From an optimization exercise on the open Yosys and OpenROAD flow, aimed at small area, a short achievable clock period and few clock cycles; shortcuts taken in it are not production practice.
Function was checked by simulation only, so behaviour that the tests miss may differ from the original.
No activity file was given, so power comes from the tool's default toggle rates.

run 1:
## protobuf_read_reply_decoder_top
module protobuf_read_reply_decoder_top (
	input  wire logic                   clk,
	input  wire logic                   arst_n,
	input  wire logic                   bytes_valid,
	output logic                        bytes_ready,
	input  wire logic [rrd_pkg::DATA_W-1:0]      bytes_data_byte,
	input  wire logic                   bytes_end_of_message,
	output logic                        results_valid,
	input  wire logic                   results_ready,
	output logic [rrd_pkg::STATUS_W-1:0]         results_status_code,
	output logic [rrd_pkg::WORD_W-1:0]           results_throttle_ms,
	output logic                        results_value_present,
	output logic [rrd_pkg::LENGTH_W-1:0]         results_value_length,
	output logic [rrd_pkg::DATA_W-1:0]           results_value_byte,
	output logic [rrd_pkg::INDEX_W-1:0]          results_byte_index,
	output logic                        results_value_too_long,
	output logic                        results_stopped_early,
	output logic                        results_last_result
);
==> flow/config.mk <==
export PLATFORM = sky130hd
export DESIGN_NAME = protobuf_read_reply_decoder_top
export DESIGN_NICKNAME = protobuf_read_reply_decoder_top
export VERILOG_FILES = /design/flow/design.v
export SDC_FILE = /design/flow/constraint.sdc
export NUM_CORES = 4
export LEC_CHECK = 0
export CAP_MARGIN = 5
export CORE_MARGIN = 2
export CORE_UTILIZATION = 40
export SETUP_SLACK_MARGIN = 4.0
export SLEW_MARGIN = 5
==> flow/constraint.sdc <==
create_clock -name core_clock -period 6.5 [get_ports {clk}]
set_input_delay 1.3000 -clock core_clock [delete_from_list [all_inputs] [get_ports {clk}]]
set_output_delay 1.3000 -clock core_clock [all_outputs]
set_load 0.01 [all_outputs]
standard.sh (not shown) runs the stock make flow with config.mk's settings and CLKGATE_MAP_FILE= SYNTH_SCRIPT=/design/flow/synth_recipe.tcl, a recipe that flattens the netlist after the stock synthesis.
==> flow/flow/run.sh <==
#!/bin/bash
set -euo pipefail
export CTS_ARGS="-sink_clustering_enable -repair_clock_nets -dont_use_dummy_load -sink_clustering_size 20 -sink_clustering_max_diameter 200"
bash standard.sh > standard_flow.log 2>&1
Testbench counts of run 1, summed over its fixed seeds: cycles 51,353.
[inputs] run 2 vs run 1
- an added PLACE_DENSITY of 0.75
- a change of SLEW_MARGIN from 5 to 20
- a change of CAP_MARGIN from 5 to 20
Results
Clock share of power (lower): run 2
The higher cell depth of the worst flop-to-flop path of run 2 and run 1 is in run 1.
Final area: run 1 vs run 2, no meaningful difference
Wire length reported by the detailed router, run 2 vs run 1: down by a few percent
Sort run 2 and run 1 by maximum ir drop on the vdd rail asc -> top: run 1
Run 2 vs run 1 — post-route clock period utilization rose 0.32 points.
Compared with run 1, run 2 has less setup slack.
On placed standard-cell area, run 1 tracks run 2 almost exactly.
Inputs modified between run 2 and run 3:
- changing SETUP_SLACK_MARGIN from 4.0 to 4.2
- removing PLACE_DENSITY (formerly 0.75)
Findings:
- Run 3 | status: complete | timing, DRC, antenna: pass
- Run 3 against run 2: minimum hold slack down 13 ps, utilization up 2.3 points, routed metal-1 wire length up about 21%.
- Number of cells on the critical path: lower on run 2
- Run 3 ends up with higher setup slack than run 2 does.
- As far as cell area after technology mapping goes, run 3 and run 2 are indistinguishable; the numbers are identical.
- Leakage power figure: run 3 worse than run 2
- Clock-pin slew on the worst setup and hold paths essentially unchanged between run 2 and run 3.
- reg -> out as the category of the most critical setup path was reported by run 2, and reg -> reg by run 3.
[inputs] run 4 vs run 3
- SETUP_SLACK_MARGIN changed from 4.2 to 3.95
Findings:
- Run 4 went all the way through the flow, and no timing, DRC or antenna check failed.
- The setup slack on the worst flop-to-flop path of run 4 falls short of that of run 3 by 20 ps.
- NOTE wire length of the first global-routing pass run 3->run 4 decreased by a few percent
- Between run 4 and run 3, the difference in smallest hold slack is negligible.
- Run 4 — post-layout worst setup margin 19 ps lower, run 3 as reference
- Against run 3, final standard cell count with taps included and fillers excluded in run 4 fell by a few percent.
- In the final reports, the cell area of run 4 is smaller than that of run 3.
- Looking at post-place setup slack across both flows, run 4 is the stronger of the two, with run 3 trailing.

========
== job 5735 ==
protobuf_read_reply_decoder_top, a different RTL version from the one above (not shown whole).
For scale: about 1700 cells after synthesis, roughly 750 flip-flops, roughly 72 I/O pins, roughly 0.030 mm2 of cells after synthesis.
==> flow/config.mk <==
export PLATFORM = sky130hd
export DESIGN_NAME = protobuf_read_reply_decoder_top
export DESIGN_NICKNAME = protobuf_read_reply_decoder_top
export VERILOG_FILES = /design/flow/design.v
export SDC_FILE = /design/flow/constraint.sdc
export NUM_CORES = 4
export LEC_CHECK = 0
export CAP_MARGIN = 20
export CORE_MARGIN = 2
export CORE_UTILIZATION = 40
export SETUP_SLACK_MARGIN = 4.0
export SLEW_MARGIN = 20
==> flow/constraint.sdc <==
create_clock -name core_clock -period 6.5 [get_ports {clk}]
set_input_delay 1.3000 -clock core_clock [delete_from_list [all_inputs] [get_ports {clk}]]
set_output_delay 1.3000 -clock core_clock [all_outputs]
set_load 0.01 [all_outputs]
run.sh (not shown) runs the stock make flow with config.mk's settings and CLKGATE_MAP_FILE= SYNTH_SCRIPT=/design/flow/synth_recipe.tcl, a recipe that flattens the netlist after the stock synthesis.
Stock flow here: none of the scripts above is used.
Testbench counts of job 5735, summed over its fixed seeds: cycles 51,327.
Changes in job 1014 relative to job 5735:
Settings: changing SETUP_SLACK_MARGIN from 4.0 to 4.5.
Results
Job 1014 finished all stages; the layout is clean.
Job 5735 did not stop at any stage, and its layout met the timing, DRC and antenna checks.
STATUS worst setup slack after layout: job 1014 loses against job 5735
For job 1014, the highest-delay cell along the critical path was sky130_fd_sc_hd__mux4_2, unlike job 5735, where it was sky130_fd_sc_hd__edfxtp_1.
As far as core area goes, job 1014 and job 5735 are indistinguishable; the numbers are identical.
Job 5735 has a lower power share of the combinational group than job 1014.
Compared to job 5735, job 1014 has peak per-stage delay on the critical path 80 ps higher.
Between job 5735 and job 1014, length of routed met3 wiring increased.
From job 5735 to job 1014, cts-stage hold buffer count did not move at all.
> inputs changed (job 1014 -> job 5600)
Settings: swapping 4.5 for 4.0 in SETUP_SLACK_MARGIN.
==> flow/flow/run.sh (new file) <==
#!/bin/bash
set -euo pipefail
export CTS_ARGS="-sink_clustering_enable -repair_clock_nets -dont_use_dummy_load -sink_clustering_size 20 -sink_clustering_max_diameter 200"
bash standard.sh > standard_flow.log 2>&1
==> flow/standard.sh (new file) <==
#!/bin/bash
# synth_recipe.tcl (not shown) runs the flow's synth.tcl, then flattens the netlist and writes it again
# the make line also repeats each setting of config.mk as NAME=value (left out here)
make -C /OpenROAD-flow-scripts/flow DESIGN_CONFIG=/design/flow/config.mk WORK_HOME=/design/flow/orfs CLKGATE_MAP_FILE= SYNTH_SCRIPT=/design/flow/synth_recipe.tcl "${@:-finish}"
removed: flow/run.sh
--- outcome ---
Summary: power of the clock network, job 5600 better than job 1014. Job 5600 against job 1014: number of instances resized during post-cts repair dropped 128, maximum clock frequency picked up an extra about 4%, final count of negative-setup-slack endpoints essentially unchanged. Hold slack delta (job 1014 -> job 5600): insignificant.
Setup changes, job 5600 to job 6166
==> flow/flow/run.sh <==
#!/bin/bash
set -euo pipefail
export CTS_ARGS="-sink_clustering_enable -repair_clock_nets -dont_use_dummy_load"
bash standard.sh > standard_flow.log 2>&1
[summary]
- Between job 6166 and job 5600, the clock share of power is higher for job 6166.
- Wire length of the first global-routing pass: job 6166 worse than job 5600
- When job 6166 is set beside job 5600, its length of the first detailed-routing pass in iterations turns out to be 1 smaller.
- Compared with job 5600, in job 6166 mean instance size in the synthesized netlist saw little to no change, worst-skew pair later-pin latency saw little to no change, transition time of the tightest slew-check pin saw an increase, met1 usage in global routing saw little to no change, filler cell count in the final layout saw a decrease.
- Changes observed in job 6166 relative to job 5600: worst hold slack now sits lower; power after layout up about 9%; cell-internal power now sits higher.

==> static timing again, ports no longer ideal <==
No port has a modelled driver above. Below, the same layouts with a new extraction and two added sets of constraints. Step 1 assumes that a clkbuf_16 drives the clock port and a buf_2 every other input. Step 2 adds t to the input delays and takes it off the output delays; t is the mean of the earliest and latest rising clock arrival at the registers after step 1. Input paths then give back, and output paths get back, about the clock's delay inside the block. a / b / c = ideal / step 1 / step 2; a / b = the first two.
| run | t, ns | setup WS [ns] | slew at the worst register clock pin (ns) | pins driven straight from the clock port |
|---|---|---|---|---|
| run 1 | 0.638 | 3.978 / 3.920 / 3.429 | 0.09 / 0.09 | 1 |
| run 2 | 0.647 | 3.957 / 3.899 / 3.328 | 0.09 / 0.09 | 1 |
| run 3 | 0.637 | 3.968 / 3.911 / 3.633 | 0.09 / 0.09 | 1 |
| run 4 | 0.630 | 3.949 / 3.915 / 3.409 | 0.09 / 0.09 | 1 |
| job 5735 | 0.684 | 3.915 / 3.846 / 3.457 | 0.06 / 0.06 | 1 |
| job 1014 | 0.698 | 3.837 / 3.837 / 3.837 | 0.07 / 0.07 | 1 |
| job 5600 | 0.635 | 3.937 / 3.870 / 3.523 | 0.09 / 0.09 | 1 |
| job 6166 | 0.661 | 3.937 / 3.867 / 3.473 | 0.06 / 0.06 | 1 |
After both steps every run listed still meets setup and hold. The setup slack of run 2, which loses most, moves by -0.058 ns with the drivers and by -0.629 ns with both steps.
